From an optimization exercise on the open Yosys and OpenROAD flow, aimed at small area, a short achievable clock period and few clock cycles per item; shortcuts taken in it are not production practice.
Function was checked by simulation only, so behaviour that the tests miss may differ from the original.

==> job 3738: inputs <==
==> flow/design.v <==
`default_nettype none
package srs_pkg;
	localparam int MAX_RECORDS = 64;
	localparam int CNT_W       = $clog2(MAX_RECORDS + 1);
	localparam int IDX_W       = $clog2(MAX_RECORDS);
	localparam int ID_W    = 34;
	localparam int SCORE_W = 7;
	localparam int AGE_W   = 7;
	localparam int REC_W = ID_W + SCORE_W + AGE_W;
endpackage
`default_nettype wire
`default_nettype none
module srs_ram #(
	parameter int N = 64,
	parameter int W = 48,
	parameter int SLO = 7,
	parameter int SW = 7
) (
	input  wire logic         clk,
	input  wire logic         arst_n,
	input  wire logic [SW-1:0] ys,
	input  wire logic         ins,
	input  wire logic         close,
	input  wire logic         cov,
	input  wire logic [W-1:0] x,
	input  wire logic         drain,
	output      logic         head_ready,
	output      logic [W-1:0] head,
	output      logic         head_last,
	output      logic         head_ovf
);
	function automatic logic gt(input logic [SW-1:0] a, input logic [SW-1:0] b);
		gt = 1'b0;
		for (int k = 0; k < SW; k++) begin
			gt = (a[k] && !b[k]) || ((a[k] || !b[k]) && gt);
		end
	endfunction
	logic [W-1:0] d_q [N];
	logic [N-1:0] v_q, c_q, l_q;
	logic         ovf_q;   
	logic [N-1:0] e_q;     
	logic [N-1:0] gy;      
	logic         gyx;     
	logic [N:0]   h;       
	logic [N:0]   vn;      
	assign gyx = gt(x[SLO +: SW], ys);
	for (genvar i = 0; i < N; i++) begin : g_h
		assign h[i]  = ins && e_q[i];
		assign gy[i] = gt(d_q[i][SLO +: SW], ys);
	end
	assign h[N] = ins;
	assign vn[N] = 1'b0;
	for (genvar i = 0; i < N; i++) begin : g_cell
		logic hl, sl, sx, sr, sh;
		logic [W-1:0] dl, dr;
		logic cl, cr, ll, lr, vl, vr, gl, gr;
		logic c_s, l_s, g_s, c_n;
		if (i == 0) begin : g_first
			assign hl = 1'b0;
			assign dl = '0; assign cl = 1'b0; assign ll = 1'b0; assign vl = 1'b0;
			assign gl = 1'b0;
		end else begin : g_mid
			assign hl = h[i-1];
			assign dl = d_q[i-1]; assign cl = c_q[i-1]; assign ll = l_q[i-1];
			assign vl = v_q[i-1]; assign gl = gy[i-1];
		end
		if (i == N-1) begin : g_last
			assign dr = '0; assign cr = 1'b0; assign lr = 1'b0; assign vr = 1'b0;
			assign gr = 1'b0;
		end else begin : g_inner
			assign dr = d_q[i+1]; assign cr = c_q[i+1]; assign lr = l_q[i+1];
			assign vr = v_q[i+1]; assign gr = gy[i+1];
		end
		assign sl = !drain && h[i] && hl;
		assign sx = (!drain && h[i] && !hl) || (drain && h[i+1] && !h[i]);
		assign sr = drain && !h[i+1];
		assign sh = !(sl || sx || sr);
		assign vn[i] = (sl && vl) || sx || (sr && vr) || (sh && v_q[i]);
		assign c_s   = (sl && cl) || (sr && cr) || (sh && c_q[i]);
		assign l_s   = (sl && ll) || (sr && lr) || (sh && l_q[i]);
		assign g_s   = (sl && gl) || (sx && gyx) || (sr && gr) || (sh && gy[i]);
		assign c_n   = c_s || (close && vn[i]);
		always_ff @(posedge clk or negedge arst_n) begin
			if (!arst_n) begin
				v_q[i] <= 1'b0;
			end else begin
				v_q[i] <= vn[i];
			end
		end
		always_ff @(posedge clk) begin
			d_q[i] <= ({W{sl}} & dl) | ({W{sx}} & x) | ({W{sr}} & dr) | ({W{sh}} & d_q[i]);
			c_q[i] <= c_n;
			l_q[i] <= l_s || (close && vn[i] && !vn[i+1]);
			e_q[i] <= !vn[i] || (!c_n && g_s);
		end
	end
	always_ff @(posedge clk or negedge arst_n) begin
		if (!arst_n) begin
			ovf_q <= 1'b0;
		end else if (close && cov) begin
			ovf_q <= 1'b1;
		end else if (drain && l_q[0]) begin
			ovf_q <= 1'b0;
		end
	end
	assign head_ready = v_q[0] && c_q[0];
	assign head       = d_q[0];
	assign head_last  = l_q[0];
	assign head_ovf   = ovf_q;
endmodule
`default_nettype wire
`default_nettype none
module srs_ctrl (
	input  wire logic                        clk,
	input  wire logic                        arst_n,
	input  wire logic                        in_valid,
	output      logic                        in_ready,
	input  wire logic [srs_pkg::REC_W-1:0]   in_rec,
	input  wire logic                        in_is_last,
	input  wire logic                        drain,
	output      logic [srs_pkg::REC_W-1:0]   y_rec,
	output      logic                        x_ins,
	output      logic                        x_close,
	output      logic                        x_ovf,
	output      logic [srs_pkg::REC_W-1:0]   x_rec
);
	localparam int CW = srs_pkg::CNT_W;
	logic          ready_q;
	logic          yv_q, ykeep_q, ylast_q, yovf_q;
	logic          xv_q, xkeep_q, xlast_q, xovf_q;
	logic [CW-1:0] scnt_q;    
	logic          sdrop_q;   
	logic [CW-1:0] occ_q;     
	logic          acc, keep;
	logic [CW-1:0] occ_n0, occ_n1, scnt_n1;
	logic          sdrop_n1;
	assign acc  = in_valid && ready_q;
	assign keep = !scnt_q[CW-1];
	assign occ_n0   = occ_q - CW'(drain);
	assign occ_n1   = occ_q + CW'(keep) - CW'(drain);
	assign scnt_n1  = in_is_last ? '0 : scnt_q + CW'(keep);
	assign sdrop_n1 = !in_is_last && (sdrop_q || !keep);
	always_ff @(posedge clk or negedge arst_n) begin
		if (!arst_n) begin
			ready_q <= 1'b1;
			yv_q    <= 1'b0;
			xv_q    <= 1'b0;
			scnt_q  <= '0;
			sdrop_q <= 1'b0;
			occ_q   <= '0;
		end else begin
			yv_q <= acc;
			xv_q <= yv_q;
			if (acc) begin
				scnt_q  <= scnt_n1;
				sdrop_q <= sdrop_n1;
				occ_q   <= occ_n1;
				ready_q <= !occ_n1[CW-1] || scnt_n1[CW-1];
			end else begin
				occ_q   <= occ_n0;
				ready_q <= !occ_n0[CW-1] || scnt_q[CW-1];
			end
		end
	end
	always_ff @(posedge clk) begin
		y_rec   <= in_rec;
		ykeep_q <= keep;
		ylast_q <= in_is_last;
		yovf_q  <= sdrop_q || !keep;
		x_rec   <= y_rec;
		xkeep_q <= ykeep_q;
		xlast_q <= ylast_q;
		xovf_q  <= yovf_q;
	end
	assign in_ready = ready_q;
	assign x_ins    = xv_q && xkeep_q;
	assign x_close  = xv_q && xlast_q;
	assign x_ovf    = xovf_q;
endmodule
`default_nettype wire
`default_nettype none
module srs_dp #(
	parameter int W = 50
) (
	input  wire logic         clk,
	input  wire logic         arst_n,
	input  wire logic         head_ready,
	input  wire logic [W-1:0] head,
	output      logic         drain,
	input  wire logic         out_ready,
	output      logic         out_valid,
	output      logic [W-1:0] out_data
);
	logic         ov_q, sv_q;
	logic [W-1:0] od_q, sd_q;
	logic         ld;
	assign drain = head_ready && !sv_q;
	assign ld    = !ov_q || out_ready;
	always_ff @(posedge clk or negedge arst_n) begin
		if (!arst_n) begin
			ov_q <= 1'b0;
			sv_q <= 1'b0;
		end else begin
			if (ld) begin
				ov_q <= sv_q || drain;
				sv_q <= 1'b0;
			end else if (drain) begin
				sv_q <= 1'b1;
			end
		end
	end
	always_ff @(posedge clk) begin
		if (ld) begin
			od_q <= sv_q ? sd_q : head;
		end
		if (!sv_q) begin
			sd_q <= head;
		end
	end
	assign out_valid = ov_q;
	assign out_data  = od_q;
endmodule
`default_nettype wire
`default_nettype none
module stable_record_sorter (
	input  wire logic        clk,
	input  wire logic        arst_n,
	input  wire logic        in_valid,
	output      logic        in_ready,
	input  wire logic [33:0] in_record_id,
	input  wire logic [6:0]  in_score,
	input  wire logic [6:0]  in_age_value,
	input  wire logic        in_is_last,
	output      logic        out_valid,
	input  wire logic        out_ready,
	output      logic [33:0] out_id,
	output      logic [6:0]  out_score,
	output      logic [6:0]  out_age,
	output      logic        out_last,
	output      logic        out_overflow
);
	localparam int W = srs_pkg::REC_W;
	logic         drain, x_ins, x_close, x_ovf;
	logic [W-1:0] x_rec, y_rec;
	logic         head_ready, head_last, head_ovf;
	logic [W-1:0] head;
	logic [W+1:0] out_data;
	srs_ctrl u_ctrl (
		.clk        (clk),
		.arst_n     (arst_n),
		.in_valid   (in_valid),
		.in_ready   (in_ready),
		.in_rec     ({in_record_id, in_score, in_age_value}),
		.in_is_last (in_is_last),
		.drain      (drain),
		.y_rec      (y_rec),
		.x_ins      (x_ins),
		.x_close    (x_close),
		.x_ovf      (x_ovf),
		.x_rec      (x_rec)
	);
	srs_ram #(
		.N   (srs_pkg::MAX_RECORDS),
		.W   (W),
		.SLO (srs_pkg::AGE_W),
		.SW  (srs_pkg::SCORE_W)
	) u_store (
		.clk        (clk),
		.arst_n     (arst_n),
		.ys         (y_rec[srs_pkg::AGE_W +: srs_pkg::SCORE_W]),
		.ins        (x_ins),
		.close      (x_close),
		.cov        (x_ovf),
		.x          (x_rec),
		.drain      (drain),
		.head_ready (head_ready),
		.head       (head),
		.head_last  (head_last),
		.head_ovf   (head_ovf)
	);
	srs_dp #(
		.W (W + 2)
	) u_dp (
		.clk        (clk),
		.arst_n     (arst_n),
		.head_ready (head_ready),
		.head       ({head_ovf, head_last, head}),
		.drain      (drain),
		.out_ready  (out_ready),
		.out_valid  (out_valid),
		.out_data   (out_data)
	);
	assign out_overflow = out_data[W+1];
	assign out_last     = out_data[W];
	assign out_id       = out_data[W-1 -: 34];
	assign out_score    = out_data[13:7];
	assign out_age      = out_data[6:0];
endmodule
`default_nettype wire
==> flow/run.sh <==
#!/bin/bash
# synth_recipe.tcl (not shown) runs the flow's synth.tcl, then flattens the netlist and writes it again
# the make line also repeats each setting of config.mk as NAME=value (left out here)
make -C /OpenROAD-flow-scripts/flow DESIGN_CONFIG=/design/flow/config.mk WORK_HOME=/design/flow/orfs CLKGATE_MAP_FILE= SYNTH_SCRIPT=/design/flow/synth_recipe.tcl finish
==> flow/config.mk <==
export PLATFORM = sky130hd
export DESIGN_NAME = stable_record_sorter
export DESIGN_NICKNAME = stable_record_sorter
export VERILOG_FILES = /design/flow/design.v
export SDC_FILE = /design/flow/constraint.sdc
export NUM_CORES = 4
export LEC_CHECK = 0
export CAP_MARGIN = 20
export CORE_MARGIN = 2
export CORE_UTILIZATION = 40
export SETUP_SLACK_MARGIN = 5
export SLEW_MARGIN = 20
==> flow/constraint.sdc <==
create_clock -name core_clock -period 8.0 [get_ports {clk}]
set_input_delay 1.6000 -clock core_clock [delete_from_list [all_inputs] [get_ports {clk}]]
set_output_delay 1.6000 -clock core_clock [all_outputs]
set_load 0.01 [all_outputs]
==> job 4912: changes against job 3738 <==
--- a/flow/design.v
+++ b/flow/design.v
@@ -19,12 +19,13 @@
 	input  wire logic         clk,
 	input  wire logic         arst_n,
 	input  wire logic [SW-1:0] ys,
+	input  wire logic         ins_n,
 	input  wire logic         ins,
 	input  wire logic         close,
 	input  wire logic         cov,
 	input  wire logic [W-1:0] x,
-	input  wire logic         drain,
-	output      logic         head_ready,
+	input  wire logic         room_n,
+	output      logic         drain,
 	output      logic [W-1:0] head,
 	output      logic         head_last,
 	output      logic         head_ovf
@@ -38,48 +39,64 @@
 	logic [W-1:0] d_q [N];
 	logic [N-1:0] v_q, c_q, l_q;
 	logic         ovf_q;   
-	logic [N-1:0] e_q;     
 	logic [N-1:0] gy;      
 	logic         gyx;     
-	logic [N:0]   h;       
-	logic [N:0]   vn;      
+	logic [N-1:0] h_q;     
+	logic [N:0]   h;
+	logic [N-1:0] vn;      
+	logic [N-1:0] cn;      
+	logic         drain_q;
+	logic [N+1:0] vp;      
+	logic [N+1:0] cp;      
+	logic [N+1:0] lp;      
+	logic [N+1:0] ep;      
+	logic         cx, ex;  
+	logic [N+1:0] vt;      
+	logic [N-1:0] tail;    
 	assign gyx = gt(x[SLO +: SW], ys);
-	for (genvar i = 0; i < N; i++) begin : g_h
-		assign h[i]  = ins && e_q[i];
-		assign gy[i] = gt(d_q[i][SLO +: SW], ys);
+	assign cx  = close;
+	assign ex  = !close && gyx;
+	assign vp[0] = 1'b0; assign cp[0] = 1'b0; assign lp[0] = 1'b0; assign ep[0] = 1'b0;
+	assign vp[N+1] = 1'b0; assign cp[N+1] = 1'b0; assign lp[N+1] = 1'b0; assign ep[N+1] = 1'b1;
+	for (genvar j = 0; j < N; j++) begin : g_src
+		assign gy[j]   = gt(d_q[j][SLO +: SW], ys);
+		assign vp[j+1] = v_q[j];
+		assign cp[j+1] = c_q[j] || (close && v_q[j]);
+		assign lp[j+1] = l_q[j];
+		assign ep[j+1] = !v_q[j] || (!close && !c_q[j] && gy[j]);
+	end
+	assign vt = {1'b0, v_q, 1'b1};
+	for (genvar i = 0; i < N; i++) begin : g_tail
+		if (i == N-1) begin : g_end
+			assign tail[i] = (ins && !drain) ? (vt[i] && !vt[i+1]) :
+			                 (drain && !ins) ? 1'b0 : vt[i+1];
+		end else begin : g_mid
+			assign tail[i] = (ins && !drain) ? (vt[i] && !vt[i+1]) :
+			                 (drain && !ins) ? (vt[i+2] && !vt[i+3]) : (vt[i+1] && !vt[i+2]);
+		end
 	end
-	assign h[N] = ins;
-	assign vn[N] = 1'b0;
+	assign h = {ins, h_q};
 	for (genvar i = 0; i < N; i++) begin : g_cell
 		logic hl, sl, sx, sr, sh;
 		logic [W-1:0] dl, dr;
-		logic cl, cr, ll, lr, vl, vr, gl, gr;
-		logic c_s, l_s, g_s, c_n;
 		if (i == 0) begin : g_first
 			assign hl = 1'b0;
-			assign dl = '0; assign cl = 1'b0; assign ll = 1'b0; assign vl = 1'b0;
-			assign gl = 1'b0;
+			assign dl = '0;
 		end else begin : g_mid
 			assign hl = h[i-1];
-			assign dl = d_q[i-1]; assign cl = c_q[i-1]; assign ll = l_q[i-1];
-			assign vl = v_q[i-1]; assign gl = gy[i-1];
+			assign dl = d_q[i-1];
 		end
 		if (i == N-1) begin : g_last
-			assign dr = '0; assign cr = 1'b0; assign lr = 1'b0; assign vr = 1'b0;
-			assign gr = 1'b0;
+			assign dr = '0;
 		end else begin : g_inner
-			assign dr = d_q[i+1]; assign cr = c_q[i+1]; assign lr = l_q[i+1];
-			assign vr = v_q[i+1]; assign gr = gy[i+1];
+			assign dr = d_q[i+1];
 		end
 		assign sl = !drain && h[i] && hl;
 		assign sx = (!drain && h[i] && !hl) || (drain && h[i+1] && !h[i]);
 		assign sr = drain && !h[i+1];
 		assign sh = !(sl || sx || sr);
-		assign vn[i] = (sl && vl) || sx || (sr && vr) || (sh && v_q[i]);
-		assign c_s   = (sl && cl) || (sr && cr) || (sh && c_q[i]);
-		assign l_s   = (sl && ll) || (sr && lr) || (sh && l_q[i]);
-		assign g_s   = (sl && gl) || (sx && gyx) || (sr && gr) || (sh && gy[i]);
-		assign c_n   = c_s || (close && vn[i]);
+		assign vn[i] = (sl && vp[i]) || sx || (sr && vp[i+2]) || (sh && vp[i+1]);
+		assign cn[i] = (sl && cp[i]) || (sx && cx) || (sr && cp[i+2]) || (sh && cp[i+1]);
 		always_ff @(posedge clk or negedge arst_n) begin
 			if (!arst_n) begin
 				v_q[i] <= 1'b0;
@@ -89,9 +106,9 @@
 		end
 		always_ff @(posedge clk) begin
 			d_q[i] <= ({W{sl}} & dl) | ({W{sx}} & x) | ({W{sr}} & dr) | ({W{sh}} & d_q[i]);
-			c_q[i] <= c_n;
-			l_q[i] <= l_s || (close && vn[i] && !vn[i+1]);
-			e_q[i] <= !vn[i] || (!c_n && g_s);
+			c_q[i] <= cn[i];
+			l_q[i] <= (sl && lp[i]) || (sr && lp[i+2]) || (sh && lp[i+1]) || (close && tail[i]);
+			h_q[i] <= ins_n && ((sl && ep[i]) || (sx && ex) || (sr && ep[i+2]) || (sh && ep[i+1]));
 		end
 	end
 	always_ff @(posedge clk or negedge arst_n) begin
@@ -103,7 +120,14 @@
 			ovf_q <= 1'b0;
 		end
 	end
-	assign head_ready = v_q[0] && c_q[0];
+	always_ff @(posedge clk or negedge arst_n) begin
+		if (!arst_n) begin
+			drain_q <= 1'b0;
+		end else begin
+			drain_q <= vn[0] && cn[0] && room_n;
+		end
+	end
+	assign drain      = drain_q;
 	assign head       = d_q[0];
 	assign head_last  = l_q[0];
 	assign head_ovf   = ovf_q;
@@ -118,7 +142,7 @@
 	input  wire logic [srs_pkg::REC_W-1:0]   in_rec,
 	input  wire logic                        in_is_last,
 	input  wire logic                        drain,
-	output      logic [srs_pkg::REC_W-1:0]   y_rec,
+	output      logic                        x_ins_n,
 	output      logic                        x_ins,
 	output      logic                        x_close,
 	output      logic                        x_ovf,
@@ -126,8 +150,7 @@
 );
 	localparam int CW = srs_pkg::CNT_W;
 	logic          ready_q;
-	logic          yv_q, ykeep_q, ylast_q, yovf_q;
-	logic          xv_q, xkeep_q, xlast_q, xovf_q;
+	logic          xins_q, xclose_q, xovf_q;
 	logic [CW-1:0] scnt_q;    
 	logic          sdrop_q;   
 	logic [CW-1:0] occ_q;     
@@ -142,15 +165,15 @@
 	assign sdrop_n1 = !in_is_last && (sdrop_q || !keep);
 	always_ff @(posedge clk or negedge arst_n) begin
 		if (!arst_n) begin
-			ready_q <= 1'b1;
-			yv_q    <= 1'b0;
-			xv_q    <= 1'b0;
+			ready_q <= 1'b0;
+			xins_q  <= 1'b0;
+			xclose_q <= 1'b0;
 			scnt_q  <= '0;
 			sdrop_q <= 1'b0;
 			occ_q   <= '0;
 		end else begin
-			yv_q <= acc;
-			xv_q <= yv_q;
+			xins_q   <= acc && keep;
+			xclose_q <= acc && in_is_last;
 			if (acc) begin
 				scnt_q  <= scnt_n1;
 				sdrop_q <= sdrop_n1;
@@ -163,18 +186,13 @@
 		end
 	end
 	always_ff @(posedge clk) begin
-		y_rec   <= in_rec;
-		ykeep_q <= keep;
-		ylast_q <= in_is_last;
-		yovf_q  <= sdrop_q || !keep;
-		x_rec   <= y_rec;
-		xkeep_q <= ykeep_q;
-		xlast_q <= ylast_q;
-		xovf_q  <= yovf_q;
+		x_rec   <= in_rec;
+		xovf_q  <= sdrop_q || !keep;
 	end
 	assign in_ready = ready_q;
-	assign x_ins    = xv_q && xkeep_q;
-	assign x_close  = xv_q && xlast_q;
+	assign x_ins_n  = acc && keep;
+	assign x_ins    = xins_q;
+	assign x_close  = xclose_q;
 	assign x_ovf    = xovf_q;
 endmodule
 `default_nettype wire
@@ -184,9 +202,9 @@
 ) (
 	input  wire logic         clk,
 	input  wire logic         arst_n,
-	input  wire logic         head_ready,
 	input  wire logic [W-1:0] head,
-	output      logic         drain,
+	input  wire logic         drain,
+	output      logic         room_n,
 	input  wire logic         out_ready,
 	output      logic         out_valid,
 	output      logic [W-1:0] out_data
@@ -194,14 +212,18 @@
 	logic         ov_q, sv_q;
 	logic [W-1:0] od_q, sd_q;
 	logic         ld;
-	assign drain = head_ready && !sv_q;
-	assign ld    = !ov_q || out_ready;
+	assign ld     = !ov_q || out_ready;
+	assign room_n = ld || (!drain && !sv_q);
 	always_ff @(posedge clk or negedge arst_n) begin
 		if (!arst_n) begin
 			ov_q <= 1'b0;
 			sv_q <= 1'b0;
+			od_q <= '0;
 		end else begin
 			if (ld) begin
+				od_q <= sv_q ? sd_q : head;
+			end
+			if (ld) begin
 				ov_q <= sv_q || drain;
 				sv_q <= 1'b0;
 			end else if (drain) begin
@@ -210,9 +232,6 @@
 		end
 	end
 	always_ff @(posedge clk) begin
-		if (ld) begin
-			od_q <= sv_q ? sd_q : head;
-		end
 		if (!sv_q) begin
 			sd_q <= head;
 		end
@@ -240,9 +259,9 @@
 	output      logic        out_overflow
 );
 	localparam int W = srs_pkg::REC_W;
-	logic         drain, x_ins, x_close, x_ovf;
-	logic [W-1:0] x_rec, y_rec;
-	logic         head_ready, head_last, head_ovf;
+	logic         drain, x_ins_n, x_ins, x_close, x_ovf;
+	logic [W-1:0] x_rec;
+	logic         room_n, head_last, head_ovf;
 	logic [W-1:0] head;
 	logic [W+1:0] out_data;
 	srs_ctrl u_ctrl (
@@ -253,7 +272,7 @@
 		.in_rec     ({in_record_id, in_score, in_age_value}),
 		.in_is_last (in_is_last),
 		.drain      (drain),
-		.y_rec      (y_rec),
+		.x_ins_n    (x_ins_n),
 		.x_ins      (x_ins),
 		.x_close    (x_close),
 		.x_ovf      (x_ovf),
@@ -267,13 +286,14 @@
 	) u_store (
 		.clk        (clk),
 		.arst_n     (arst_n),
-		.ys         (y_rec[srs_pkg::AGE_W +: srs_pkg::SCORE_W]),
+		.ys         (in_score),
+		.ins_n      (x_ins_n),
 		.ins        (x_ins),
 		.close      (x_close),
 		.cov        (x_ovf),
 		.x          (x_rec),
+		.room_n     (room_n),
 		.drain      (drain),
-		.head_ready (head_ready),
 		.head       (head),
 		.head_last  (head_last),
 		.head_ovf   (head_ovf)
@@ -283,9 +303,9 @@
 	) u_dp (
 		.clk        (clk),
 		.arst_n     (arst_n),
-		.head_ready (head_ready),
 		.head       ({head_ovf, head_last, head}),
 		.drain      (drain),
+		.room_n     (room_n),
 		.out_ready  (out_ready),
 		.out_valid  (out_valid),
 		.out_data   (out_data)
Settings changed: CELL_PAD_IN_SITES_DETAIL_PLACEMENT set to 1, CELL_PAD_IN_SITES_GLOBAL_PLACEMENT set to 1, CTS_CLUSTER_DIAMETER set to 80, CTS_CLUSTER_SIZE set to 20.
==> flow_metrics.tcl <==
set metrics [dict create \
    design.seq.count 3499 \
    placed_area_um2 155000 \
    outcome "timing/DRC/antenna clean" \
    final_cell_mix "6,188 x nand2_1, 3,314 x dfxtp_1, 3,129 x a222oi_1, 339 x buf_4, 233 x a21oi_1" \
    num-clock-buffers 278 \
    power_leader "registers" \
    crit_fanout 8 \
    p_sw_uw 7590 \
    p_seq_share_pct 57.5 \
    synth_edf_count 0 \
    numCtsBuffers 213 \
    synth.avg_cell_area_um2 8.62 \
    yosysSeqAreaShare_pct 47.2 \
]
That was job 4912.
==> flow_metrics.tcl <==
set metrics [dict create \
    outcome "timing/DRC/antenna clean" \
    numCtsBuffers 389 \
    place_hpwl_mm 390 \
    power_leader "clock" \
    crit_fanout 1 \
    rows 226 \
    finalInstanceArea_um2 173000 \
    synth.avg_cell_area_um2 8.93 \
    num-clock-buffers 583 \
    synth_edf_count 50 \
    final_layout_size_suffix_gt1_share_pct 9.55 \
    yosysSeqAreaShare_pct 47.5 \
    p_sw_uw 8600 \
    p_seq_share_pct 48.0 \
    final_cell_mix "4,545 x nand2_1, 3,360 x dfxtp_1, 2,590 x a22oi_1, 1,482 x a222oi_1, 410 x clkbuf_16" \
]
That was job 3738.
Testbench counts of job 3738, summed over its fixed seeds: cycles 2,062, items 1,823.
Testbench counts of job 4912, summed over its fixed seeds: cycles 2,058, items 1,823.

-- separate check: timing with driven ports --
How much do the figures lean on ideal ports? The routed layouts below were timed once more, with nothing changed but the port constraints.
Step 1, drivers: a clkbuf_16 drives clk and a buf_2 each remaining input, both assumed.
Step 2, shift: input delay + t, output delay - t, t = (earliest + latest rising clock arrival at the registers) / 2. This alone moves slack from input paths to output paths.
Slacks: ideal / step 1 / step 2; pairs: ideal / step 1.
run | t (ns) | slack for setup (ns) | worst register clock-pin slew, ns
job 3738 | 1.081 | 4.246 / 4.125 / 4.373 | 0.07 / 0.07
job 4912 | 1.088 | 4.749 / 4.589 / 3.501 | 0.10 / 0.10
After both steps setup and hold are still met in every run listed. The setup slack of job 4912, which loses most, moves by -0.160 ns with the drivers and by -1.248 ns with both steps.
